What follows belongs to an exercise in optimizing a design on an open flow for a short achievable clock period and few clock cycles per item; a production flow would make more cautious choices. In this exercise RTL edits were held to simulation tests only and were not proved equivalent to the original. Power figures rest on the tool's default switching activity, not on a simulated workload.

--- design/flow/design.v ---
`default_nettype none
package srcPkg;
    localparam int InstrWidth   = 32;   
    localparam int RegCount     = 16;
    localparam int RegAddrWidth = 4;    
    localparam int ImmWidth     = 19;   
    localparam int OpcodeWidth  = 5;
    localparam logic [OpcodeWidth-1:0] OpAdd  = 5'd3;
    localparam logic [OpcodeWidth-1:0] OpSub  = 5'd4;
    localparam logic [OpcodeWidth-1:0] OpAnd  = 5'd5;
    localparam logic [OpcodeWidth-1:0] OpOr   = 5'd6;
    localparam logic [OpcodeWidth-1:0] OpShr  = 5'd7;
    localparam logic [OpcodeWidth-1:0] OpShra = 5'd8;
    localparam logic [OpcodeWidth-1:0] OpShl  = 5'd9;
    localparam logic [OpcodeWidth-1:0] OpRor  = 5'd10;
    localparam logic [OpcodeWidth-1:0] OpRol  = 5'd11;
    localparam logic [OpcodeWidth-1:0] OpAddi = 5'd12;
    localparam logic [OpcodeWidth-1:0] OpAndi = 5'd13;
    localparam logic [OpcodeWidth-1:0] OpOri  = 5'd14;
    localparam logic [OpcodeWidth-1:0] OpNeg    = 5'd17;   
    localparam logic [OpcodeWidth-1:0] OpNot    = 5'd18;
    localparam logic [OpcodeWidth-1:0] OpBranch = 5'd19;   
    localparam int BlockBits = 4;                       
    localparam int Blocks    = InstrWidth / BlockBits;
    typedef struct packed {
        logic [InstrWidth-1:0]   sum0;      
        logic [InstrWidth-1:0]   sum1;      
        logic [Blocks-1:0]       blkG;      
        logic [Blocks-1:0]       blkP;      
        logic                    cin;       
        logic [Blocks/2-1:0]     pairG;     
        logic [Blocks/2-1:0]     pairP;     
        logic                    carryMid;  
        logic [InstrWidth-1:0]   sh0;       
        logic [InstrWidth-1:0]   sh1;       
        logic [InstrWidth-1:0]   logicRes;  
        logic [RegAddrWidth-1:0] destReg;
        logic                    writes;
        logic                    branchTaken;
        logic                    illegal;
    } DecodedOp;
endpackage
`default_nettype wire
`default_nettype none
module regBank (
    input  logic                                     Clock,
    input  logic                                     rstN,
    input  logic                                     wrEn,
    input  logic [srcPkg::RegAddrWidth-1:0]          wrAddr,
    input  logic [srcPkg::InstrWidth-1:0]            wrData,
    output logic [srcPkg::RegCount*srcPkg::InstrWidth-1:0] regsFlat,
    output logic [srcPkg::RegCount-1:0]              regZero,
    output logic [srcPkg::RegCount-1:0]              regNeg,
    output logic [srcPkg::RegCount*8-1:0]            regAmtHot   
);
    for (genvar i = 0; i < srcPkg::RegCount; i++) begin : g_reg
        logic [srcPkg::InstrWidth-1:0] r;   
        always_ff @(posedge Clock) begin
            if (!rstN) r <= '0;
            else if (wrEn && wrAddr == i) r <= wrData;
        end
        assign regsFlat[i*srcPkg::InstrWidth +: srcPkg::InstrWidth] = r;
        assign regZero[i] = (r == '0);
        assign regNeg[i]  = r[srcPkg::InstrWidth-1];
        for (genvar k = 0; k < 4; k++) begin : g_hot
            assign regAmtHot[i*8 + 4 + k] = (r[4:3] == k);
            assign regAmtHot[i*8 + k]     = (r[2:1] == k);
        end
    end
endmodule
`default_nettype wire
`default_nettype none
module instrDecode (
    input  logic [srcPkg::InstrWidth-1:0]            instr,
    input  logic [srcPkg::RegCount*srcPkg::InstrWidth-1:0] regsFlat,
    input  logic [srcPkg::RegCount-1:0]              regZero,
    input  logic [srcPkg::RegCount-1:0]              regNeg,
    input  logic [srcPkg::RegCount*8-1:0]            regAmtHot,
    output srcPkg::DecodedOp                         dec
);
    localparam int W  = srcPkg::InstrWidth;
    localparam int BB = srcPkg::BlockBits;
    localparam int NB = srcPkg::Blocks;
    logic [4:0]   op;
    logic [1:0]   cond;
    logic [W-1:0] imm;
    logic isAdd, isSub, isAnd, isOr, isShr, isShra, isShl, isRor, isRol;
    logic isAddi, isAndi, isOri, isNeg, isNot, isBr;
    assign op   = instr[31:27];
    assign cond = instr[20:19];
    assign imm  = {{(W - srcPkg::ImmWidth){instr[18]}}, instr[18:0]};
    assign isAdd  = (op == srcPkg::OpAdd);
    assign isSub  = (op == srcPkg::OpSub);
    assign isAnd  = (op == srcPkg::OpAnd);
    assign isOr   = (op == srcPkg::OpOr);
    assign isShr  = (op == srcPkg::OpShr);
    assign isShra = (op == srcPkg::OpShra);
    assign isShl  = (op == srcPkg::OpShl);
    assign isRor  = (op == srcPkg::OpRor);
    assign isRol  = (op == srcPkg::OpRol);
    assign isAddi = (op == srcPkg::OpAddi);
    assign isAndi = (op == srcPkg::OpAndi);
    assign isOri  = (op == srcPkg::OpOri);
    assign isNeg  = (op == srcPkg::OpNeg);
    assign isNot  = (op == srcPkg::OpNot);
    assign isBr   = (op == srcPkg::OpBranch);
    function automatic logic [15:0] selHot(input logic [3:0] a);
        logic [3:0] lo, hi;
        for (int k = 0; k < 4; k++) begin
            lo[k] = (a[1:0] == k);
            hi[k] = (a[3:2] == k);
        end
        for (int i = 0; i < 16; i++) selHot[i] = lo[i % 4] & hi[i / 4];
    endfunction
    logic [15:0] raHot, rbHot, rcHot;
    assign raHot = selHot(instr[26:23]);
    assign rbHot = selHot(instr[22:19]);
    assign rcHot = selHot(instr[18:15]);
    function automatic logic [W-1:0] readPort(input logic [15:0] hot, input logic [16*W-1:0] regs);
        readPort = '0;
        for (int i = 0; i < 16; i++) readPort = readPort | ({W{hot[i]}} & regs[i*W +: W]);
    endfunction
    function automatic logic [W-1:0] rev(input logic [W-1:0] v);
        for (int i = 0; i < W; i++) rev[i] = v[W-1-i];
    endfunction
    logic shRight, shLeft, shAny, shOdd;
    assign shOdd = shAny & cVal[0];
    assign shRight = isShr | isShra | isRor;
    assign shLeft  = isShl | isRol;
    assign shAny   = shRight | shLeft;
    logic [W-1:0] bVal, cVal;
    logic [7:0]   cHot;
    logic         zeroA, negA, condMet;
    assign bVal = readPort(rbHot, regsFlat);
    assign cVal = readPort(rcHot, regsFlat);
    always_comb begin
        cHot  = '0;
        zeroA = 1'b0;
        negA  = 1'b0;
        for (int i = 0; i < 16; i++) begin
            cHot  = cHot  | ({8{rcHot[i] & shAny}} & regAmtHot[i*8 +: 8]);
            zeroA = zeroA | (raHot[i] & regZero[i]);
            negA  = negA  | (raHot[i] & regNeg[i]);
        end
    end
    always_comb begin
        case (cond)
            2'd0:    condMet = zeroA;
            2'd1:    condMet = !zeroA;
            2'd2:    condMet = negA;
            default: condMet = !negA;
        endcase
    end
    logic [W-1:0] x, yPlain, yInv, y;
    logic         cin, yInvOn, addOn;
    assign addOn  = isAdd | isSub | isAddi | isNeg;
    assign cin    = isSub | isNeg;
    assign yInvOn = isSub | isNeg;
    assign x      = readPort(rbHot & {16{isAdd | isSub | isAddi}}, regsFlat);
    assign yPlain = readPort(rcHot & {16{isAdd}}, regsFlat);
    assign yInv   = readPort((rcHot & {16{isSub}}) | (rbHot & {16{isNeg}}), regsFlat);
    assign y      = yPlain | ({W{yInvOn}} & ~yInv) | ({W{isAddi}} & imm);
    logic [W-1:0]  p, g, t, sum0, sum1;
    logic [NB-1:0] blkG, blkP;
    always_comb begin
        p = x ^ y;
        g = x & y;
        t = x | y;
        for (int b = 0; b < NB; b++) begin
            for (int j = 0; j <= BB; j++) begin
                logic c0, all;
                c0  = 1'b0;
                all = addOn;   
                for (int k = 0; k < j; k++) begin
                    logic term;
                    term = g[b*BB + k];
                    for (int m = k + 1; m < j; m++) term = term & t[b*BB + m];
                    c0  = c0 | term;
                    all = all & t[b*BB + k];
                end
                if (j < BB) begin
                    sum0[b*BB + j] = p[b*BB + j] ^ c0;
                    sum1[b*BB + j] = p[b*BB + j] ^ (c0 | all);
                end else begin
                    blkG[b] = c0;
                    blkP[b] = all;
                end
            end
        end
    end
    logic [W-1:0] rLo, rHi, lLo, lHi;
    assign rLo = readPort(rbHot & {16{shRight}}, regsFlat);
    assign rHi = readPort(rbHot & {16{isRor}}, regsFlat) | {W{isShra & bVal[W-1]}};
    assign lLo = readPort(rbHot & {16{shLeft}}, regsFlat);
    assign lHi = readPort(rbHot & {16{isRol}}, regsFlat);
    function automatic logic [W:0] funnel(input logic [2*W-1:0] v, input logic [7:0] amtHot);
        logic [W+6:0] stageA;
        for (int i = 0; i < W + 7; i++) begin
            stageA[i] = 1'b0;
            for (int m = 0; m < 4; m++) stageA[i] = stageA[i] | (amtHot[4 + m] & v[i + 8*m]);
        end
        for (int i = 0; i < W + 1; i++) begin
            funnel[i] = 1'b0;
            for (int n = 0; n < 4; n++) funnel[i] = funnel[i] | (amtHot[n] & stageA[i + 2*n]);
        end
    endfunction
    logic [W:0] rOut, lOut;
    assign rOut = funnel({rHi, rLo}, cHot);
    assign lOut = funnel({rev(lHi), rev(lLo)}, cHot);
    logic [NB-1:0]   blkGc;
    logic [NB/2-1:0] pairGc;
    logic            midC;
    always_comb begin
        dec = '0;
        dec.sum0 = sum0;
        dec.sum1 = sum1;
        blkGc    = blkG;
        blkGc[0] = blkG[0] | (blkP[0] & cin);
        for (int k = 0; k < NB / 2; k++) begin
            pairGc[k]    = blkGc[2*k+1] | (blkP[2*k+1] & blkGc[2*k]);
            dec.pairP[k] = blkP[2*k+1] & blkP[2*k];
        end
        midC = 1'b0;
        for (int k = 0; k < NB / 4; k++) begin
            logic term;
            term = pairGc[k];
            for (int m = k + 1; m < NB / 4; m++) term = term & dec.pairP[m];
            midC = midC | term;
        end
        dec.blkG     = blkGc | {NB{shOdd}};
        dec.blkP     = blkP;
        dec.cin      = cin | shOdd;
        dec.pairG    = pairGc | {(NB/2){shOdd}};
        dec.carryMid = midC | shOdd;
        for (int i = 0; i < W; i++) begin
            dec.sh0[i] = rOut[i]     | lOut[W-1-i];
            dec.sh1[i] = rOut[i + 1] | lOut[W-i];
        end
        dec.logicRes = ({W{isAnd}}  & bVal & cVal) | ({W{isAndi}} & bVal & imm) |
                       ({W{isOr}}   & (bVal | cVal)) | ({W{isOri}} & (bVal | imm)) |
                       ({W{isNot}}  & ~bVal);
        dec.destReg     = instr[26:23];
        dec.writes      = isAdd | isSub | isAnd | isOr | isShr | isShra | isShl | isRor |
                          isRol | isAddi | isAndi | isOri | isNeg | isNot;
        dec.branchTaken = isBr & condMet;
        dec.illegal     = !(dec.writes | isBr);
    end
endmodule
`default_nettype wire
`default_nettype none
module aluExecute (
    input  srcPkg::DecodedOp              dec,
    output logic [srcPkg::InstrWidth-1:0] value
);
    localparam int W  = srcPkg::InstrWidth;
    localparam int BB = srcPkg::BlockBits;
    localparam int NB = srcPkg::Blocks;
    logic [NB-1:0] carry;
    always_comb begin
        for (int j = 0; j < NB; j++) begin
            logic c;
            if (j == 0) begin
                c = dec.cin;
            end else begin
                c = (j > NB / 2) ? dec.carryMid : 1'b0;
                for (int k = (j > NB / 2) ? NB / 2 : 0; k + 1 < j; k += 2)
                    c = dec.pairG[k / 2] | (dec.pairP[k / 2] & c);
                if (j == NB / 2) c = dec.carryMid;
                else if (j % 2 == 1) c = dec.blkG[j - 1] | (dec.blkP[j - 1] & c);
            end
            carry[j] = c;
        end
        for (int i = 0; i < W; i++) begin
            value[i] = (carry[i / BB] ? (dec.sum1[i] | dec.sh1[i]) : (dec.sum0[i] | dec.sh0[i])) |
                       dec.logicRes[i];
        end
    end
endmodule
`default_nettype wire
`default_nettype none
module resultStage (
    input  logic                            Clock,
    input  logic                            rstN,
    input  logic                            req,
    input  srcPkg::DecodedOp                decNext,
    output srcPkg::DecodedOp                dec,
    output logic                            ack
);
    always_ff @(posedge Clock) begin
        if (!rstN) ack <= 1'b0;
        else       ack <= req;
    end
    always_ff @(posedge Clock) begin
        if (!ack) dec <= decNext;
    end
endmodule
`default_nettype wire
`default_nettype none
module srcCore (
    input  logic                            Clock,
    input  logic                            rstN,
    input  logic                            req,
    input  logic [srcPkg::InstrWidth-1:0]   instr,
    output logic                            ack,
    output logic [srcPkg::InstrWidth-1:0]   result,
    output logic [srcPkg::RegAddrWidth-1:0] resultReg,
    output logic                            wrote,
    output logic                            branchTaken,
    output logic                            illegal
);
    logic [srcPkg::RegCount*srcPkg::InstrWidth-1:0] regsFlat;
    logic [srcPkg::RegCount-1:0]   regZero, regNeg;
    logic [srcPkg::RegCount*8-1:0] regAmtHot;
    srcPkg::DecodedOp              decNext, dec;
    logic [srcPkg::InstrWidth-1:0] value;
    regBank regBank_inst (
        .Clock     (Clock),
        .rstN      (rstN),
        .wrEn      (ack && dec.writes),
        .wrAddr    (dec.destReg),
        .wrData    (value),
        .regsFlat  (regsFlat),
        .regZero   (regZero),
        .regNeg    (regNeg),
        .regAmtHot (regAmtHot)
    );
    instrDecode instrDecode_inst (
        .instr     (instr),
        .regsFlat  (regsFlat),
        .regZero   (regZero),
        .regNeg    (regNeg),
        .regAmtHot (regAmtHot),
        .dec       (decNext)
    );
    resultStage resultStage_inst (
        .Clock     (Clock),
        .rstN      (rstN),
        .req       (req),
        .decNext   (decNext),
        .dec       (dec),
        .ack       (ack)
    );
    aluExecute aluExecute_inst (
        .dec   (dec),
        .value (value)
    );
    assign result      = value;
    assign resultReg   = dec.destReg;
    assign wrote       = dec.writes;
    assign branchTaken = dec.branchTaken;
    assign illegal     = dec.illegal;
endmodule
`default_nettype wire
--- design/flow/run.sh ---
#!/bin/bash
# synth_recipe.tcl (not shown) runs the flow's synth.tcl, then flattens the netlist and writes it again
# the make line also repeats each setting of config.mk as NAME=value (left out here)
make -C /OpenROAD-flow-scripts/flow DESIGN_CONFIG=/design/flow/config.mk WORK_HOME=/design/flow/orfs CLKGATE_MAP_FILE= SYNTH_SCRIPT=/design/flow/synth_recipe.tcl finish
--- design/flow/config.mk ---
export PLATFORM = sky130hd
export DESIGN_NAME = srcCore
export DESIGN_NICKNAME = srcCore
export VERILOG_FILES = /design/flow/design.v
export SDC_FILE = /design/flow/constraint.sdc
export NUM_CORES = 4
export LEC_CHECK = 0
export ABC_CLOCK_PERIOD_IN_PS = 2000
export CAP_MARGIN = 50
export CORE_MARGIN = 2
export CORE_UTILIZATION = 40
export SETUP_SLACK_MARGIN = 4.4
export SLEW_MARGIN = 50
export SYNTH_HIERARCHICAL = 1
export TNS_END_PERCENT = 100
--- design/flow/constraint.sdc ---
create_clock -name core_clock -period 8.0 [get_ports {Clock}]
set_input_delay 1.6000 -clock core_clock [delete_from_list [all_inputs] [get_ports {Clock}]]
set_output_delay 1.6000 -clock core_clock [all_outputs]
set_load 0.01 [all_outputs]
==> run_summary.xml, run 1 <==
<?xml version="1.0" encoding="UTF-8"?>
<metrics>
  <group name="outcome">
    <metric name="status" unit="">finished clean</metric>
  </group>
  <group name="die">
    <metric name="fp.dieW" unit="um">345</metric>
    <metric name="core" unit="um^2">116000</metric>
    <metric name="row_count" unit="">125</metric>
    <metric name="fp.dieArea" unit="um^2">119000</metric>
    <metric name="num_io_pins" unit="">75</metric>
    <metric name="floorplan.initialDensity" unit="%">40.2</metric>
    <metric name="chipHeight" unit="um">345</metric>
  </group>
  <group name="synth">
    <metric name="synth_cells" unit="">5325</metric>
    <metric name="synth_warnings" unit="">10</metric>
    <metric name="synth_area_per_cell" unit="um^2">8.73</metric>
    <metric name="mapped_area" unit="um^2">46500</metric>
  </group>
  <group name="place">
    <metric name="globalplace.congestion" unit="">1.13</metric>
    <metric name="hpwl" unit="um">216000</metric>
    <metric name="post_dp_cell_area" unit="um^2">50400</metric>
    <metric name="port_buffers" unit="">74</metric>
    <metric name="placed_cells" unit="">6672</metric>
  </group>
  <group name="power">
    <metric name="leakage" unit="nW">25.7</metric>
    <metric name="worst_ir_drop_vdd" unit="V">0.000144</metric>
    <metric name="pwr_density_cell" unit="nW/um^2">137</metric>
  </group>
  <group name="layout">
    <metric name="design_area" unit="um^2">66700</metric>
    <metric name="finalNetCount" unit="">6073</metric>
    <metric name="area_delta_synth_final" unit="%">43.6</metric>
    <metric name="finished_core_util" unit="%">57.6</metric>
    <metric name="layout_cell_share_with_drive_strength_beyond_1" unit="%">34.1</metric>
    <metric name="final_cell_count_no_fill" unit="">7571</metric>
  </group>
  <group name="detailed_routing">
    <metric name="wl_per_cell" unit="um">44.6</metric>
    <metric name="drt_drc_violations_left" unit="">0</metric>
    <metric name="antenna_left" unit="">0</metric>
    <metric name="totalWireLength" unit="um">338000</metric>
    <metric name="drt_pass1_iterations" unit="">28</metric>
    <metric name="drt-initial-drc-count" unit="">13400</metric>
    <metric name="vias_per_std_cell" unit="">7.67</metric>
    <metric name="route.vias.total" unit="">58100</metric>
  </group>
  <group name="critical_path">
    <metric name="rr_startpoint" unit="">regBank_inst.g_reg[3].r[1]$_SDFFE_PN0P_</metric>
    <metric name="r2r-end" unit="">resultStage_inst.dec[1]$_DFFE_PN_</metric>
    <metric name="worstPathCellList" unit="">buf_12, nand2b_4, nor3_4, buf_12, nand2_8, o22ai_4, buf_8, a22oi_1, and3_1, a31o_4, inv_4, ha_4, inv_2, a21oi_2, nor2_2, nor2_2, o21ai_2, a21oi_2, nand2b_4, nand2_1, a21o_1</metric>
    <metric name="crit_path_top_delay_cell" unit="">sky130_fd_sc_hd__a31o_4</metric>
    <metric name="required" unit="ns">8.45</metric>
    <metric name="ff2ff_setup_slack" unit="ns">4.03</metric>
    <metric name="crit_path_max_fanout" unit="">6</metric>
    <metric name="timing.critical_path.to_type" unit="">register</metric>
    <metric name="criticalPathCategory" unit="">in -&gt; reg</metric>
    <metric name="arrival" unit="ns">4.79</metric>
    <metric name="cell_count_of_the_worst_reg_to_reg_path" unit="">9</metric>
    <metric name="cp_slowest_stage_delay" unit="ns">0.28</metric>
    <metric name="critPathLaunchType" unit="">primary input</metric>
  </group>
  <group name="sta">
    <metric name="worst_clock_skew" unit="ns">0.0531</metric>
    <metric name="finalMaxSlewViolations" unit="">0</metric>
    <metric name="final_min_period_over_clock_period" unit="%">54.3</metric>
    <metric name="tightest_slew" unit="ns">0.906</metric>
    <metric name="hold_slack" unit="ns">0.540</metric>
    <metric name="report.final.setup_viol" unit="">0</metric>
    <metric name="achievable-frequency" unit="MHz">230</metric>
    <metric name="slew_headroom" unit="%">39.1</metric>
    <metric name="final_hold_viol_count" unit="">0</metric>
    <metric name="fin_setup_tns" unit="ns">0</metric>
    <metric name="rsz0062_at_grt" unit="">yes</metric>
    <metric name="minimum_clock_period" unit="ns">4.34</metric>
  </group>
  <group name="hold_path">
    <metric name="hold_path.startpoint" unit="">regBank_inst.g_reg[11].r[15]$_SDFFE_PN0P_</metric>
    <metric name="holdCritPathClass" unit="">reg -&gt; reg</metric>
    <metric name="hold_end" unit="">regBank_inst.g_reg[11].r[15]$_SDFFE_PN0P_</metric>
    <metric name="worst_hold_path.num_cells" unit="">2</metric>
  </group>
  <group name="cts">
    <metric name="clock_tree_from_tritoncts" unit="">yes</metric>
    <metric name="clock-sinks" unit="">692</metric>
    <metric name="num_cts_buffers" unit="">79</metric>
    <metric name="h-tree-depth" unit="">3</metric>
    <metric name="clockRootBuffer" unit="">sky130_fd_sc_hd__clkbuf_16</metric>
    <metric name="clock_transition_at_the_registers_of_the_reported_paths" unit="ns">0.07</metric>
    <metric name="cts_max_path_buffers" unit="">3</metric>
    <metric name="clk_latency" unit="ns">0.75</metric>
  </group>
  <group name="run">
    <metric name="cap_viol_max_count" unit="">0</metric>
  </group>
  <group name="global_route">
    <metric name="via_count_of_the_first_global_routing_pass" unit="">51900</metric>
    <metric name="globalRouteOverflowTotal" unit="">0</metric>
    <metric name="grt_antenna_before_repair" unit="">29</metric>
    <metric name="global_route_wire_length_before_repair" unit="um">443000</metric>
    <metric name="maximum_number_of_pins_on_one_net_before_global_route_repair" unit="">98</metric>
    <metric name="grt_usage" unit="%">53.9</metric>
  </group>
</metrics>
## flip-flops by register name (all words and copies together), names as in the netlist
name and count:
resultStage_inst.ack 1, regBank_inst.g.r 512, resultStage_inst.dec 179
## metrics by stage
step / setup WS [ns] / total power [W]
after floorplan: 3.22 / 0.00429
after global placement: 1.21 / 0.00476
after detailed placement: 1.34 / 0.00478
after CTS: 3.86 / 0.00888
after global routing: 3.61 / 0.00928
final: 3.66 / 0.00917
## report_power, final
part | leakage, nW | total, W | switching, W | internal, W
Sequential | 6.13 | 0.00372 | 0.0000695 | 0.00365
Combinational | 18.3 | 0.00162 | 0.00102 | 0.000597
Clock | 1.30 | 0.00383 | 0.00167 | 0.00216
Total | 25.7 | 0.00917 | 0.00276 | 0.00641
## per-layer routing
layer,wire (um),global-route usage (%),vias up
met5,1600,7.53,-
met4,38300,42.7,56
met3,57500,32.3,2455
met2,125000,70.6,6082
met1,116000,61.9,27800
li1,-,-,21600
## cell type report
cell class / count / area (um^2)
Sequential cell: 692 / 15700
Clock inverter: 36 / 422
Fill cell: 9900 / 49000
Inverter: 91 / 369
Multi-Input combinational cell: 4055 / 34000
Timing Repair Buffer: 1040 / 12100
Clock buffer: 108 / 2220
Antenna cell: 25 / 62.6
Tap cell: 1524 / 1910
## worst max path at each step
stage               depth (start not counted)  slack (ns)                                  end      start
global placement                           17        1.21  resultStage_inst.dec[103]$_DFFE_PN_  instr[27]
CTS                                        21        3.86  resultStage_inst.dec[103]$_DFFE_PN_  instr[15]
global route                               22        3.61  resultStage_inst.dec[103]$_DFFE_PN_  instr[29]
finish                                     21        3.66  resultStage_inst.dec[103]$_DFFE_PN_  instr[29]
detailed placement                         19        1.34  resultStage_inst.dec[103]$_DFFE_PN_  instr[27]
floorplan                                  21        3.22  resultStage_inst.dec[103]$_DFFE_PN_  instr[30]
## critical path: cells and delay by family
kind | cells | cell delay (ns)
buffers and inverters | 5 | 0.63
adders and majority gates | 1 | 0.15
AOI/OAI and AO/OA | 7 | 1.22
and+or+nand+nor | 8 | 1.18
## repair_timing
item,CTS,global route
hold buffers,0,0
pin swaps,284,288
setup buffers,485,173
cloned,48,9
endpoints found under the setup margin,205,176
gates resized for setup,1096,428
## cell usage in the layout (no fill, tap or decap), drive strengths merged, types with 21 or more instances in the layout
| cell | instances |
|---|---|
| o22ai | 92 |
| bufbuf | 23 |
| nor4 | 138 |
| or2 | 36 |
| edfxtp | 179 |
| clkdlybuf4s50 | 24 |
| ha | 63 |
| and2 | 67 |
| nand2b | 38 |
| nand3 | 132 |
| or3 | 21 |
| nor2b | 95 |
| o21ai | 162 |
| diode | 25 |
| a22o | 133 |
| nor3b | 23 |
| a31oi | 23 |
| buf | 975 |
| nor3 | 73 |
| dfxtp | 513 |
| nor2 | 206 |
| a221oi | 104 |
| a32oi | 49 |
| a31o | 24 |
| and3 | 71 |
| nand3b | 30 |
| o211ai | 31 |
| a222oi | 61 |
| clkbuf | 125 |
| nand4 | 71 |
| mux2 | 24 |
| mux2i | 651 |
| xor2 | 24 |
| nand2 | 765 |
| a21oi | 159 |
| a22oi | 396 |
| inv | 101 |
Testbench counts, summed over its fixed seeds: cycles 6,400, items 3,200.
==> run 2: changes to the inputs <==
--- a/design/flow/config.mk
+++ b/design/flow/config.mk
@@ -10,3 +10,3 @@
 export CORE_MARGIN = 2
-export CORE_UTILIZATION = 40
+export CORE_UTILIZATION = 30
 export SETUP_SLACK_MARGIN = 4.4
==> run 2 against run 1 <==
  * Via count down 1.7%
  * Critical path depth down 6
  * Area after synthesis unchanged
  * Die area up 33%
  * Worst setup slack better by 0.0090 ns
  * Worst hold slack worse by 0.013 ns
  * Sequential share of layout area down 0.32 points
  * Utilization down 14 points
  * Clock power up about 10%
  * Routed wire length up 5.8%
  * Fmax up 0.21%
  * Critical endpoint unchanged
==> run_summary.xml, run 2 <==
<?xml version="1.0" encoding="UTF-8"?>
<metrics>
  <group name="cts">
    <metric name="cts_max_path_buffers" unit="">3</metric>
    <metric name="clk_latency" unit="ns">0.76</metric>
    <metric name="clock-sinks" unit="">692</metric>
    <metric name="clock_transition_at_the_registers_of_the_reported_paths" unit="ns">0.07</metric>
    <metric name="h-tree-depth" unit="">3</metric>
    <metric name="clockRootBuffer" unit="">sky130_fd_sc_hd__clkbuf_16</metric>
    <metric name="num_cts_buffers" unit="">83</metric>
    <metric name="clock_tree_from_tritoncts" unit="">yes</metric>
  </group>
  <group name="detailed_routing">
    <metric name="drt_pass1_iterations" unit="">11</metric>
    <metric name="drt-initial-drc-count" unit="">10700</metric>
    <metric name="totalWireLength" unit="um">358000</metric>
    <metric name="vias_per_std_cell" unit="">7.04</metric>
    <metric name="antenna_left" unit="">0</metric>
    <metric name="route.vias.total" unit="">57100</metric>
    <metric name="drt_drc_violations_left" unit="">0</metric>
    <metric name="wl_per_cell" unit="um">44.1</metric>
  </group>
  <group name="power">
    <metric name="pwr_density_cell" unit="nW/um^2">141</metric>
    <metric name="leakage" unit="nW">25.8</metric>
    <metric name="worst_ir_drop_vdd" unit="V">0.000176</metric>
    <metric name="p_total" unit="W">0.00955</metric>
  </group>
  <group name="place">
    <metric name="post_dp_cell_area" unit="um^2">51600</metric>
    <metric name="port_buffers" unit="">74</metric>
    <metric name="globalplace.congestion" unit="">1.09</metric>
    <metric name="hpwl" unit="um">234000</metric>
    <metric name="placed_cells" unit="">7237</metric>
  </group>
  <group name="sta">
    <metric name="worst_clock_skew" unit="ns">0.0516</metric>
    <metric name="report.final.setup_viol" unit="">0</metric>
    <metric name="rsz0062_at_grt" unit="">yes</metric>
    <metric name="final_min_period_over_clock_period" unit="%">54.2</metric>
    <metric name="achievable-frequency" unit="MHz">231</metric>
    <metric name="finalMaxSlewViolations" unit="">0</metric>
    <metric name="minimum_clock_period" unit="ns">4.33</metric>
    <metric name="tightest_slew" unit="ns">0.885</metric>
    <metric name="final_hold_viol_count" unit="">0</metric>
    <metric name="slew_headroom" unit="%">40.5</metric>
    <metric name="hold_slack" unit="ns">0.527</metric>
    <metric name="fin_setup_tns" unit="ns">0</metric>
  </group>
  <group name="synth">
    <metric name="mapped_area" unit="um^2">46500</metric>
    <metric name="synth_warnings" unit="">10</metric>
    <metric name="synth_cells" unit="">5325</metric>
    <metric name="synth_area_per_cell" unit="um^2">8.73</metric>
  </group>
  <group name="global_route">
    <metric name="maximum_number_of_pins_on_one_net_before_global_route_repair" unit="">152</metric>
    <metric name="grt_usage" unit="%">43.2</metric>
    <metric name="grt_antenna_before_repair" unit="">35</metric>
    <metric name="via_count_of_the_first_global_routing_pass" unit="">52000</metric>
    <metric name="globalRouteOverflowTotal" unit="">0</metric>
    <metric name="global_route_wire_length_before_repair" unit="um">470000</metric>
  </group>
  <group name="die">
    <metric name="fp.dieW" unit="um">398</metric>
    <metric name="chipHeight" unit="um">398</metric>
    <metric name="row_count" unit="">144</metric>
    <metric name="core" unit="um^2">154000</metric>
    <metric name="fp.dieArea" unit="um^2">158000</metric>
    <metric name="floorplan.initialDensity" unit="%">30.2</metric>
    <metric name="num_io_pins" unit="">75</metric>
  </group>
  <group name="critical_path">
    <metric name="timing.critical_path.to_type" unit="">register</metric>
    <metric name="crit_path_max_fanout" unit="">10</metric>
    <metric name="critPathLaunchType" unit="">primary input</metric>
    <metric name="criticalPathCategory" unit="">in -&gt; reg</metric>
    <metric name="required" unit="ns">8.64</metric>
    <metric name="arrival" unit="ns">4.98</metric>
  </group>
  <group name="layout">
    <metric name="max_flop_register" unit="">regBank_inst.g.r</metric>
    <metric name="final_cell_count_no_fill" unit="">8108</metric>
    <metric name="most-common-layout-cells" unit="">sky130_fd_sc_hd__nand2_1 (709), sky130_fd_sc_hd__mux2i_1 (647), sky130_fd_sc_hd__buf_4 (535)</metric>
    <metric name="finalNetCount" unit="">6085</metric>
    <metric name="design_area" unit="um^2">67600</metric>
    <metric name="leading_cell_type_in_the_layout_fill_and_taps_excluded" unit="">sky130_fd_sc_hd__nand2_1</metric>
    <metric name="layout_cell_share_with_drive_strength_beyond_1" unit="%">34.1</metric>
    <metric name="largest_reg_flops" unit="">512</metric>
    <metric name="area_delta_synth_final" unit="%">45.5</metric>
    <metric name="biggestRegsByFlops" unit="">regBank_inst.g.r (512), resultStage_inst.dec (179), resultStage_inst.ack (1)</metric>
  </group>
  <group name="run">
    <metric name="cap_viol_max_count" unit="">0</metric>
  </group>
  <group name="outcome">
    <metric name="status" unit="">finished clean</metric>
  </group>
  <group name="hold_path">
    <metric name="holdCritPathClass" unit="">reg -&gt; reg</metric>
  </group>
</metrics>
[run 2: final timing paths]
| kind | startpoint | depth (start not counted) | slack (ns) | endpoint |
|---|---|---|---|---|
| min reg2reg | regBank_inst.g_reg[6].r[15]$_SDFFE_PN0P_ | 2 | 0.53 | regBank_inst.g_reg[6].r[15]$_SDFFE_PN0P_ |
| max | instr[20] | 15 | 3.67 | resultStage_inst.dec[103]$_DFFE_PN_ |
| max reg2reg | regBank_inst.g_reg[11].r[3]$_SDFFE_PN0P_ | 13 | 4.16 | resultStage_inst.dec[102]$_DFFE_PN_ |
| min | regBank_inst.g_reg[6].r[15]$_SDFFE_PN0P_ | 2 | 0.53 | regBank_inst.g_reg[6].r[15]$_SDFFE_PN0P_ |
[run 2: metrics by stage]
| stage | utilization (%) | setup WS (ns) |
|---|---|---|
| after floorplan | - | 3.22 |
| after global placement | 32.9 | 0.888 |
| after detailed placement | 33.5 | 1.22 |
| after CTS | 41.6 | 3.79 |
| after global routing | 43.9 | 3.67 |
| final | 43.9 | 3.67 |
[run 2: cell type report]
cell class,count,area [um^2]
multi-input combinational,4056,33700
timing repair buffer,1047,12300
clock buffer,118,2500
clock inverter,34,490
sequential,692,15600
antenna,26,65.1
tap,2044,2560
inverter,91,373
fill,14500,86300
[run 2: per-layer routing]
layer	GRT usage (%)	wire, um	vias to the layer above
met5	1.39	923	-
met4	32.2	35800	28
met3	21.4	54500	1897
met2	59.3	137000	5627
met1	51.2	129000	27800
li1	-	-	21700
[run 2: report_power, final]
part / internal [W] / switching (W)
Sequential: 0.00365 / 0.0000776
Clock: 0.00246 / 0.00176
Combinational: 0.000580 / 0.00102
Total: 0.00669 / 0.00286
[run 2: critical path: stages]
cell and delay [ns]:
sky130_fd_sc_hd__buf_16 0.15, sky130_fd_sc_hd__buf_12 0.15, sky130_fd_sc_hd__nor2_4 0.46, sky130_fd_sc_hd__clkbuf_16 0.30
sky130_fd_sc_hd__a22oi_1 0.14, sky130_fd_sc_hd__o22ai_1 0.29, sky130_fd_sc_hd__or3_4 0.33, sky130_fd_sc_hd__nand2_1 0.11
sky130_fd_sc_hd__ha_1 0.23, sky130_fd_sc_hd__or4_4 0.53, sky130_fd_sc_hd__o21ai_2 0.17, sky130_fd_sc_hd__a21oi_2 0.11
sky130_fd_sc_hd__nand2b_4 0.16, sky130_fd_sc_hd__nand2_2 0.08, sky130_fd_sc_hd__a21o_1 0.11
[run 2: timing repair]
action	in CTS	in global routing
endpoints found under the hold margin	0	0
setup endpoints to repair	204	179
setup buffers	477	159
pin swaps	306	266
hold buffers	0	0
gates resized for setup	1079	349
gates cloned	42	10
==> run 3: changes to the inputs <==
--- a/design/flow/design.v
+++ b/design/flow/design.v
@@ -153,11 +153,9 @@
     end
-    logic [W-1:0] x, yPlain, yInv, y;
-    logic         cin, yInvOn, addOn;
+    logic [W-1:0] x, y;
+    logic         cin, addOn;
     assign addOn  = isAdd | isSub | isAddi | isNeg;
     assign cin    = isSub | isNeg;
-    assign yInvOn = isSub | isNeg;
-    assign x      = readPort(rbHot & {16{isAdd | isSub | isAddi}}, regsFlat);
-    assign yPlain = readPort(rcHot & {16{isAdd}}, regsFlat);
-    assign yInv   = readPort((rcHot & {16{isSub}}) | (rbHot & {16{isNeg}}), regsFlat);
-    assign y      = yPlain | ({W{yInvOn}} & ~yInv) | ({W{isAddi}} & imm);
+    assign x      = {W{isAdd | isSub | isAddi}} & bVal;
+    assign y      = ({W{isAdd}} & cVal) | ({W{isSub}} & ~cVal) | ({W{isNeg}} & ~bVal) |
+                    ({W{isAddi}} & imm);
     logic [W-1:0]  p, g, t, sum0, sum1;
@@ -191,6 +189,6 @@
     logic [W-1:0] rLo, rHi, lLo, lHi;
-    assign rLo = readPort(rbHot & {16{shRight}}, regsFlat);
-    assign rHi = readPort(rbHot & {16{isRor}}, regsFlat) | {W{isShra & bVal[W-1]}};
-    assign lLo = readPort(rbHot & {16{shLeft}}, regsFlat);
-    assign lHi = readPort(rbHot & {16{isRol}}, regsFlat);
+    assign rLo = {W{shRight}} & bVal;
+    assign rHi = ({W{isRor}} & bVal) | {W{isShra & bVal[W-1]}};
+    assign lLo = {W{shLeft}} & bVal;
+    assign lHi = {W{isRol}} & bVal;
     function automatic logic [W:0] funnel(input logic [2*W-1:0] v, input logic [7:0] amtHot);
--- a/design/flow/config.mk
+++ b/design/flow/config.mk
@@ -10,3 +10,3 @@
 export CORE_MARGIN = 2
-export CORE_UTILIZATION = 30
+export CORE_UTILIZATION = 40
 export SETUP_SLACK_MARGIN = 4.4
==> run 3 against run 2 <==
  * Still clean
  * Total power is 6.0% lower
  * First-iteration DRC count is 27% lower
  * Area after synthesis is 5.9% lower
  * Critical path type unchanged
==> run_summary.xml, run 3 <==
<?xml version="1.0" encoding="UTF-8"?>
<metrics>
  <group name="power">
    <metric name="pwr_density_cell" unit="nW/um^2">148</metric>
    <metric name="p_comb_share" unit="%">15.4</metric>
    <metric name="share_clk_of_total_power" unit="%">43.1</metric>
    <metric name="power_dissipated_by_switching_net_loads" unit="W">0.00254</metric>
    <metric name="worst_ir_drop_vdd" unit="V">0.000202</metric>
    <metric name="power_switching_share" unit="%">28.3</metric>
    <metric name="leakage" unit="nW">24.0</metric>
    <metric name="power.sequential.fraction" unit="%">41.5</metric>
    <metric name="cellInternalPower" unit="W">0.00643</metric>
  </group>
  <group name="critical_path">
    <metric name="required" unit="ns">8.38</metric>
    <metric name="timing.critical_path.to_type" unit="">register</metric>
    <metric name="crit_path_max_fanout" unit="">4</metric>
    <metric name="crit_path_top_delay_cell" unit="">sky130_fd_sc_hd__a2111o_1</metric>
    <metric name="critPathLaunchType" unit="">primary input</metric>
    <metric name="criticalPathCategory" unit="">in -&gt; reg</metric>
    <metric name="cell_count_of_the_worst_reg_to_reg_path" unit="">13</metric>
    <metric name="cp_slowest_stage_delay" unit="ns">0.53</metric>
    <metric name="r2r-end" unit="">resultStage_inst.dec[73]$_DFFE_PN_</metric>
    <metric name="ff2ff_setup_slack" unit="ns">4.09</metric>
    <metric name="worstPathCellList" unit="">buf_16, buf_4, bufbuf_16, nand3b_1, a21oi_2, a2111o_1, buf_4, o31ai_4, buf_6, buf_12, o22ai_1, nor3_2, o22ai_1, a222oi_1, nand2_1</metric>
    <metric name="arrival" unit="ns">4.80</metric>
    <metric name="rr_startpoint" unit="">regBank_inst.g_reg[7].r[3]$_SDFFE_PN0P_</metric>
  </group>
  <group name="place">
    <metric name="post-place-ws" unit="ns">1.80</metric>
    <metric name="placed_cells" unit="">6236</metric>
    <metric name="globalplace.congestion" unit="">1.08</metric>
    <metric name="hpwl" unit="um">181000</metric>
    <metric name="port_buffers" unit="">74</metric>
  </group>
  <group name="cts">
    <metric name="clock_transition_at_the_registers_of_the_reported_paths" unit="ns">0.06</metric>
    <metric name="clock_tree_from_tritoncts" unit="">yes</metric>
    <metric name="clk_latency" unit="ns">0.70</metric>
    <metric name="clock-sinks" unit="">692</metric>
    <metric name="cts_max_path_buffers" unit="">3</metric>
    <metric name="cts_hold_buffers" unit="">0</metric>
    <metric name="h-tree-depth" unit="">3</metric>
    <metric name="clockRootBuffer" unit="">sky130_fd_sc_hd__clkbuf_16</metric>
    <metric name="num_cts_buffers" unit="">77</metric>
  </group>
  <group name="synth">
    <metric name="synth_cells" unit="">5014</metric>
    <metric name="synth_warnings" unit="">10</metric>
    <metric name="synth_area_per_cell" unit="um^2">8.72</metric>
    <metric name="mapped_area" unit="um^2">43700</metric>
  </group>
  <group name="layout">
    <metric name="area_delta_synth_final" unit="%">38.7</metric>
    <metric name="leading_cell_type_in_the_layout_fill_and_taps_excluded" unit="">sky130_fd_sc_hd__nand2_1</metric>
    <metric name="finished_core_util" unit="%">55.8</metric>
    <metric name="largest_reg_flops" unit="">512</metric>
    <metric name="layout_cell_share_with_drive_strength_beyond_1" unit="%">33.6</metric>
    <metric name="final_cell_count_no_fill" unit="">6985</metric>
    <metric name="most-common-layout-cells" unit="">sky130_fd_sc_hd__nand2_1 (685), sky130_fd_sc_hd__mux2i_1 (613), sky130_fd_sc_hd__dfxtp_1 (513)</metric>
    <metric name="max_flop_register" unit="">regBank_inst.g.r</metric>
    <metric name="finalNetCount" unit="">5614</metric>
    <metric name="biggestRegsByFlops" unit="">regBank_inst.g.r (512), resultStage_inst.dec (179), resultStage_inst.ack (1)</metric>
  </group>
  <group name="detailed_routing">
    <metric name="drt-initial-drc-count" unit="">7744</metric>
    <metric name="drt_pass1_iterations" unit="">10</metric>
    <metric name="drt_drc_violations_left" unit="">0</metric>
    <metric name="route.vias.total" unit="">49500</metric>
    <metric name="wl_per_cell" unit="um">38.9</metric>
    <metric name="totalWireLength" unit="um">272000</metric>
    <metric name="antenna_left" unit="">0</metric>
    <metric name="vias_per_std_cell" unit="">7.08</metric>
  </group>
  <group name="sta">
    <metric name="hold_slack" unit="ns">0.503</metric>
    <metric name="report.final.setup_viol" unit="">0</metric>
    <metric name="minimum_clock_period" unit="ns">4.42</metric>
    <metric name="fin_setup_tns" unit="ns">0</metric>
    <metric name="finalMaxSlewViolations" unit="">0</metric>
    <metric name="rsz0062_at_grt" unit="">yes</metric>
    <metric name="tightest_slew" unit="ns">0.887</metric>
    <metric name="slew_headroom" unit="%">40.3</metric>
    <metric name="achievable-frequency" unit="MHz">226</metric>
    <metric name="worst_clock_skew" unit="ns">0.0350</metric>
    <metric name="final_min_period_over_clock_period" unit="%">55.3</metric>
    <metric name="final_hold_viol_count" unit="">0</metric>
    <metric name="finalWorstSetupSlack" unit="ns">3.58</metric>
  </group>
  <group name="die">
    <metric name="fp.dieArea" unit="um^2">112000</metric>
    <metric name="chipHeight" unit="um">335</metric>
    <metric name="num_io_pins" unit="">75</metric>
    <metric name="floorplan.initialDensity" unit="%">40.2</metric>
    <metric name="fp.dieW" unit="um">335</metric>
    <metric name="row_count" unit="">121</metric>
    <metric name="core" unit="um^2">109000</metric>
  </group>
  <group name="global_route">
    <metric name="grt_usage" unit="%">46.3</metric>
    <metric name="grt_antenna_before_repair" unit="">16</metric>
    <metric name="maximum_number_of_pins_on_one_net_before_global_route_repair" unit="">132</metric>
    <metric name="global_route_wire_length_before_repair" unit="um">367000</metric>
    <metric name="globalRouteOverflowTotal" unit="">0</metric>
    <metric name="via_count_of_the_first_global_routing_pass" unit="">45700</metric>
  </group>
  <group name="hold_path">
    <metric name="hold_path.startpoint" unit="">regBank_inst.g_reg[5].r[30]$_SDFFE_PN0P_</metric>
    <metric name="worst_hold_path.num_cells" unit="">2</metric>
    <metric name="holdCritPathClass" unit="">reg -&gt; reg</metric>
    <metric name="hold_end" unit="">regBank_inst.g_reg[5].r[30]$_SDFFE_PN0P_</metric>
  </group>
  <group name="outcome">
    <metric name="status" unit="">finished clean</metric>
  </group>
  <group name="run">
    <metric name="cap_viol_max_count" unit="">0</metric>
  </group>
</metrics>
run 3: final cells by class:
cell class	count	area, um^2
fill	9591	48100
sequential	692	15600
inverter	95	383
clock inverter	33	447
timing repair buffer	863	9550
multi-input combinational	3771	30600
tap	1414	1770
clock buffer	107	2240
antenna	10	25.0
run 3: critical path: cells and delay by family:
kind	cells	cell delay, ns
compound gates	6	1.54
buf+inv	6	0.92
simple gates	3	0.72
run 3: how the worst max path moves through the flow:
stage	from	end	slack, ns	depth (start not counted)
after global placement	instr[19]	resultStage_inst.dec[91]$_DFFE_PN_	1.53	11
after floorplan	instr[18]	resultStage_inst.dec[103]$_DFFE_PN_	3.41	21
after detailed placement	instr[19]	resultStage_inst.dec[58]$_DFFE_PN_	1.80	11
after CTS	instr[18]	resultStage_inst.dec[103]$_DFFE_PN_	3.80	23
final	instr[18]	resultStage_inst.dec[73]$_DFFE_PN_	3.58	15
after global routing	instr[18]	resultStage_inst.dec[96]$_DFFE_PN_	3.55	15
run 3: metrics by stage:
stage / instance area, um^2 / total power, W
floorplan: 45700 / 0.00429
global placement: 46900 / 0.00472
detailed placement: 47700 / 0.00474
CTS: 58100 / 0.00882
global route: 60600 / 0.00911
finish: 60600 / 0.00897
run 3: timing repair:
item / in CTS / in global routing
endpoints found under the setup margin: 205 / 179
setup buffers: 421 / 133
pin swaps: 300 / 214
gates cloned: 38 / 6
gates resized for setup: 879 / 276
run 3: routing by layer:
layer / wire length, um / vias up / GRT usage (%) / part of all wire (%)
li1: - / 19700 / - / -
met1: 97900 / 24100 / 54.8 / 36
met2: 110000 / 4161 / 67.5 / 41
met4: 27100 / 14 / 34.8 / 10
met5: 162 / - / 0.261 / 0.060
met3: 36100 / 1492 / 18.1 / 13
run 3: power by group through the flow:
| stage | Clock, W | Combinational (W) | Sequential, W |
|---|---|---|---|
| 5_1_grt | 0.00400 | 0.00139 | 0.00373 |
| 2_1_floorplan | 0 | 0.000533 | 0.00376 |
| 3_5_place_dp | 0 | 0.000946 | 0.00379 |
| 4_1_cts | 0.00387 | 0.00123 | 0.00372 |
| 3_3_place_gp | 0 | 0.000926 | 0.00379 |
| 6_report | 0.00386 | 0.00138 | 0.00373 |
Testbench counts of run 3, summed over its fixed seeds: cycles 6,400, items 3,200.
==> run 4: changes to the inputs <==
--- a/design/flow/design.v
+++ b/design/flow/design.v
@@ -25,4 +25,5 @@
     typedef struct packed {
-        logic [InstrWidth-1:0]   sum0;      
-        logic [InstrWidth-1:0]   sum1;      
+        logic [InstrWidth-1:0]   p;         
+        logic [InstrWidth-1:0]   c0;        
+        logic [InstrWidth-1:0]   c1;        
         logic [Blocks-1:0]       blkG;      
@@ -32,5 +33,6 @@
         logic [Blocks/2-1:0]     pairP;     
-        logic                    carryMid;  
-        logic [InstrWidth-1:0]   sh0;       
-        logic [InstrWidth-1:0]   sh1;       
+        logic [InstrWidth-1:0]   shR0;      
+        logic [InstrWidth-1:0]   shR1;      
+        logic [InstrWidth-1:0]   shL0;      
+        logic [InstrWidth-1:0]   shL1;      
         logic [InstrWidth-1:0]   logicRes;  
@@ -160,3 +162,3 @@
                     ({W{isAddi}} & imm);
-    logic [W-1:0]  p, g, t, sum0, sum1;
+    logic [W-1:0]  p, g, t, cIn0, cIn1;
     logic [NB-1:0] blkG, blkP;
@@ -179,4 +181,4 @@
                 if (j < BB) begin
-                    sum0[b*BB + j] = p[b*BB + j] ^ c0;
-                    sum1[b*BB + j] = p[b*BB + j] ^ (c0 | all);
+                    cIn0[b*BB + j] = c0;
+                    cIn1[b*BB + j] = c0 | all;
                 end else begin
@@ -209,7 +211,7 @@
     logic [NB/2-1:0] pairGc;
-    logic            midC;
     always_comb begin
         dec = '0;
-        dec.sum0 = sum0;
-        dec.sum1 = sum1;
+        dec.p    = p;
+        dec.c0   = cIn0;
+        dec.c1   = cIn1;
         blkGc    = blkG;
@@ -220,9 +222,2 @@
         end
-        midC = 1'b0;
-        for (int k = 0; k < NB / 4; k++) begin
-            logic term;
-            term = pairGc[k];
-            for (int m = k + 1; m < NB / 4; m++) term = term & dec.pairP[m];
-            midC = midC | term;
-        end
         dec.blkG     = blkGc | {NB{shOdd}};
@@ -231,6 +226,7 @@
         dec.pairG    = pairGc | {(NB/2){shOdd}};
-        dec.carryMid = midC | shOdd;
         for (int i = 0; i < W; i++) begin
-            dec.sh0[i] = rOut[i]     | lOut[W-1-i];
-            dec.sh1[i] = rOut[i + 1] | lOut[W-i];
+            dec.shR0[i] = rOut[i];
+            dec.shR1[i] = rOut[i + 1];
+            dec.shL0[i] = lOut[W-1-i];
+            dec.shL1[i] = lOut[W-i];
         end
@@ -256,2 +252,12 @@
     logic [NB-1:0] carry;
+    logic carryMid;
+    always_comb begin
+        carryMid = 1'b0;
+        for (int k = 0; k < NB / 4; k++) begin
+            logic term;
+            term = dec.pairG[k];
+            for (int m = k + 1; m < NB / 4; m++) term = term & dec.pairP[m];
+            carryMid = carryMid | term;
+        end
+    end
     always_comb begin
@@ -262,6 +268,6 @@
             end else begin
-                c = (j > NB / 2) ? dec.carryMid : 1'b0;
+                c = (j > NB / 2) ? carryMid : 1'b0;
                 for (int k = (j > NB / 2) ? NB / 2 : 0; k + 1 < j; k += 2)
                     c = dec.pairG[k / 2] | (dec.pairP[k / 2] & c);
-                if (j == NB / 2) c = dec.carryMid;
+                if (j == NB / 2) c = carryMid;
                 else if (j % 2 == 1) c = dec.blkG[j - 1] | (dec.blkP[j - 1] & c);
@@ -271,3 +277,4 @@
         for (int i = 0; i < W; i++) begin
-            value[i] = (carry[i / BB] ? (dec.sum1[i] | dec.sh1[i]) : (dec.sum0[i] | dec.sh0[i])) |
+            value[i] = (carry[i / BB] ? ((dec.p[i] ^ dec.c1[i]) | dec.shR1[i] | dec.shL1[i])
+                                       : ((dec.p[i] ^ dec.c0[i]) | dec.shR0[i] | dec.shL0[i])) |
                        dec.logicRes[i];
==> run 4 against run 3 <==
  * Still clean on timing, DRC and antenna
  * Non-clock buffer count grew 88
  * First-iteration DRC count rose by 27%
  * Worst setup slack improved by 0.085 ns
  * Sequential power increased by 16%
  * Area after synthesis grew 8.5%
  * Final cell count rose by 4.8%
  * Critical path type unchanged
  * Largest power group is now registers
  * Highest routed layer unchanged
==> run_summary.xml, run 4 <==
<?xml version="1.0" encoding="UTF-8"?>
<metrics>
  <group name="power">
    <metric name="power.sequential.fraction" unit="%">42.0</metric>
    <metric name="power_dissipated_by_switching_net_loads" unit="W">0.00298</metric>
    <metric name="worst_ir_drop_vdd" unit="V">0.000160</metric>
    <metric name="share_clk_of_total_power" unit="%">41.7</metric>
    <metric name="cellInternalPower" unit="W">0.00729</metric>
    <metric name="pwr_density_cell" unit="nW/um^2">155</metric>
    <metric name="p_total" unit="W">0.0103</metric>
    <metric name="leakage" unit="nW">25.9</metric>
    <metric name="p_comb_share" unit="%">16.3</metric>
    <metric name="power_switching_share" unit="%">29.0</metric>
  </group>
  <group name="layout">
    <metric name="max_flop_register" unit="">regBank_inst.g.r</metric>
    <metric name="finished_core_util" unit="%">56.4</metric>
    <metric name="finalNetCount" unit="">5797</metric>
    <metric name="fillerInstances" unit="">9898</metric>
    <metric name="most-common-layout-cells" unit="">sky130_fd_sc_hd__nand2_1 (728), sky130_fd_sc_hd__mux2i_1 (667), sky130_fd_sc_hd__dfxtp_1 (512)</metric>
    <metric name="biggestRegsByFlops" unit="">regBank_inst.g.r (512), resultStage_inst.dec (276), resultStage_inst.ack (1)</metric>
    <metric name="area_delta_synth_final" unit="%">40.0</metric>
    <metric name="leading_cell_type_in_the_layout_fill_and_taps_excluded" unit="">sky130_fd_sc_hd__nand2_1</metric>
    <metric name="largest_reg_flops" unit="">512</metric>
    <metric name="layout_cell_share_with_drive_strength_beyond_1" unit="%">34.0</metric>
  </group>
  <group name="die">
    <metric name="floorplan.initialDensity" unit="%">40.2</metric>
    <metric name="chipHeight" unit="um">348</metric>
    <metric name="fp.dieW" unit="um">348</metric>
    <metric name="num_io_pins" unit="">75</metric>
    <metric name="core" unit="um^2">118000</metric>
    <metric name="fp.dieArea" unit="um^2">121000</metric>
    <metric name="row_count" unit="">126</metric>
  </group>
  <group name="sta">
    <metric name="finalWorstSetupSlack" unit="ns">3.66</metric>
    <metric name="final_hold_viol_count" unit="">0</metric>
    <metric name="final_min_period_over_clock_period" unit="%">54.2</metric>
    <metric name="tightest_slew" unit="ns">0.953</metric>
    <metric name="achievable-frequency" unit="MHz">231</metric>
    <metric name="worst_clock_skew" unit="ns">0.0452</metric>
    <metric name="minimum_clock_period" unit="ns">4.34</metric>
    <metric name="slew_headroom" unit="%">35.9</metric>
    <metric name="fin_setup_tns" unit="ns">0</metric>
    <metric name="report.final.setup_viol" unit="">0</metric>
    <metric name="rsz0062_at_grt" unit="">yes</metric>
    <metric name="finalMaxSlewViolations" unit="">0</metric>
  </group>
  <group name="cts">
    <metric name="clockRootBuffer" unit="">sky130_fd_sc_hd__clkbuf_16</metric>
    <metric name="clock_tree_from_tritoncts" unit="">yes</metric>
    <metric name="clock-sinks" unit="">789</metric>
    <metric name="clock_transition_at_the_registers_of_the_reported_paths" unit="ns">0.06</metric>
    <metric name="num_cts_buffers" unit="">89</metric>
    <metric name="h-tree-depth" unit="">3</metric>
    <metric name="cts_hold_buffers" unit="">0</metric>
    <metric name="clk_latency" unit="ns">0.75</metric>
    <metric name="cts_max_path_buffers" unit="">3</metric>
  </group>
  <group name="global_route">
    <metric name="global_route_wire_length_before_repair" unit="um">390000</metric>
    <metric name="grt_usage" unit="%">45.9</metric>
    <metric name="maximum_number_of_pins_on_one_net_before_global_route_repair" unit="">94</metric>
    <metric name="globalRouteOverflowTotal" unit="">0</metric>
    <metric name="via_count_of_the_first_global_routing_pass" unit="">47700</metric>
    <metric name="grt_antenna_before_repair" unit="">27</metric>
  </group>
  <group name="synth">
    <metric name="synth_area_per_cell" unit="um^2">9.13</metric>
    <metric name="synth_warnings" unit="">10</metric>
    <metric name="synth_cells" unit="">5195</metric>
    <metric name="mapped_area" unit="um^2">47400</metric>
  </group>
  <group name="critical_path">
    <metric name="timing.critical_path.to_type" unit="">register</metric>
    <metric name="cp_slowest_stage_delay" unit="ns">0.36</metric>
    <metric name="crit_path_max_fanout" unit="">6</metric>
    <metric name="crit_path_top_delay_cell" unit="">sky130_fd_sc_hd__nor4b_4</metric>
    <metric name="required" unit="ns">8.49</metric>
    <metric name="arrival" unit="ns">4.83</metric>
    <metric name="worstPathCellList" unit="">buf_16, buf_12, buf_4, nor4b_4, buf_12, buf_4, buf_12, buf_4, a22oi_1, nand3_1, nor2_4, mux2i_1, a21oi_2, o21ai_1, ha_2, a21oi_2, nor2_2, nor2_2, nor2_1, or3_1, a21o_1</metric>
    <metric name="criticalPathCategory" unit="">in -&gt; reg</metric>
    <metric name="critPathLaunchType" unit="">primary input</metric>
  </group>
  <group name="detailed_routing">
    <metric name="drt_drc_violations_left" unit="">0</metric>
    <metric name="antenna_left" unit="">0</metric>
    <metric name="vias_per_std_cell" unit="">7.25</metric>
    <metric name="drt-initial-drc-count" unit="">9804</metric>
    <metric name="wl_per_cell" unit="um">40.0</metric>
    <metric name="route.vias.total" unit="">53000</metric>
    <metric name="drt_pass1_iterations" unit="">17</metric>
    <metric name="totalWireLength" unit="um">293000</metric>
  </group>
  <group name="place">
    <metric name="globalplace.congestion" unit="">1.10</metric>
    <metric name="post-place-ws" unit="ns">1.41</metric>
    <metric name="port_buffers" unit="">74</metric>
    <metric name="hpwl" unit="um">183000</metric>
  </group>
  <group name="run">
    <metric name="cap_viol_max_count" unit="">0</metric>
  </group>
  <group name="outcome">
    <metric name="status" unit="">finished clean</metric>
  </group>
  <group name="hold_path">
    <metric name="holdCritPathClass" unit="">reg -&gt; reg</metric>
  </group>
</metrics>
[run 4: what timing repair did]
action                                   CTS  global route
buffers inserted                         461           173
gates cloned                              57             4
gates resized for setup                 1040           320
pin swaps                                391           303
endpoints found under the setup margin   293           235
[run 4: path summary, 6_finish.rpt]
kind              slack, ns                                startpoint  cells after the start                                       end
setup reg to reg       4.23  regBank_inst.g_reg[5].r[18]$_SDFFE_PN0P_                     10         resultStage_inst.dec[1]$_DFFE_PN_
hold / removal         0.51  regBank_inst.g_reg[3].r[28]$_SDFFE_PN0P_                      2  regBank_inst.g_reg[3].r[28]$_SDFFE_PN0P_
hold reg to reg        0.51  regBank_inst.g_reg[3].r[28]$_SDFFE_PN0P_                      2  regBank_inst.g_reg[3].r[28]$_SDFFE_PN0P_
setup / recovery       3.66                                 instr[15]                     21       resultStage_inst.dec[171]$_DFFE_PN_
[run 4: worst max-delay path: cells and delay by family]
| family | cells | cell delay (ns) |
|---|---|---|
| AO/OA/AOI/OAI | 5 | 0.74 |
| adder cells (fa/ha/maj) | 1 | 0.22 |
| buffers and inverters | 7 | 0.94 |
| AND/OR/NAND/NOR | 7 | 1.14 |
| multiplexers | 1 | 0.15 |
[run 4: final cells by class]
type | count | area, um^2 | share of cell area (%)
antenna | 14 | 35.0 | 0.0527
clock inverter | 46 | 518 | 0.780
inverter | 106 | 449 | 0.676
timing repair buffer | 951 | 11200 | 16.9
clock buffer | 114 | 2480 | 3.73
tap | 1536 | 1920 | 2.89
sequential | 789 | 18600 | 27.9
multi-input combinational | 3762 | 31200 | 47.0
[run 4: power groups by stage]
| stage | Sequential, W | Clock (W) | Combinational, W |
|---|---|---|---|
| finish | 0.00431 | 0.00428 | 0.00168 |
| global placement | 0.00438 | 0 | 0.00103 |
| CTS | 0.00430 | 0.00429 | 0.00145 |
| global route | 0.00431 | 0.00445 | 0.00166 |
| detailed placement | 0.00438 | 0 | 0.00105 |
| floorplan | 0.00436 | 0 | 0.000605 |
[run 4: layer usage]
metal	GRT usage [%]	routed length, um	vias up
met4	36.5	32300	40
met3	23.0	45000	1923
met2	62.6	112000	5132
met5	2.00	939	-
li1	-	-	20500
met1	53.6	102000	25400
[run 4: stage by stage]
stage          std cells  cell area, um^2  hold WS [ns]
2_1_floorplan       5202            49400         0.456
3_3_place_gp        6415            49800         0.487
3_5_place_dp        6442            50700         0.493
4_1_cts             7120            63100         0.504
5_1_grt             7307            66400         0.522
6_report            7318            66500         0.506
Testbench counts of run 4, summed over its fixed seeds: cycles 6,400, items 3,200.

what the ideal ports hide:
How much do the figures lean on ideal ports? The routed layouts below were timed once more, with nothing changed but the port constraints. Step 1 assumes that a clkbuf_16 drives the clock port and a buf_2 every other input. Step 2 times the ports against the registers' clock, not the clock port: input delays grow and output delays shrink by t, the midpoint of the rising clock arrivals with the driver on. Three values: no drivers, after step 1, after step 2; two values: the first two.
| run | t (ns) | setup WS [ns] | worst hold slack (ns) | latest minus earliest clock arrival (ns) | worst data-port slew with drivers (ns) |
|---|---|---|---|---|---|
| run 1 | 0.794 | 3.658 / 3.402 / 2.608 | 0.540 / 0.540 / 0.540 | 0.053 / 0.054 | 0.45 |
| run 2 | 0.829 | 3.667 / 3.456 / 2.627 | 0.527 / 0.527 / 0.527 | 0.068 / 0.068 | 0.39 |
| run 3 | 0.758 | 3.578 / 3.269 / 2.511 | 0.503 / 0.503 / 0.503 | 0.036 / 0.035 | 0.50 |
| run 4 | 0.804 | 3.663 / 3.383 / 2.579 | 0.506 / 0.506 / 0.506 | 0.046 / 0.046 | 0.46 |
After both steps setup and hold are still met in every run listed. For run 4, which loses most, drivers alone change the setup slack by -0.280 ns; drivers and shift together by -1.084 ns.
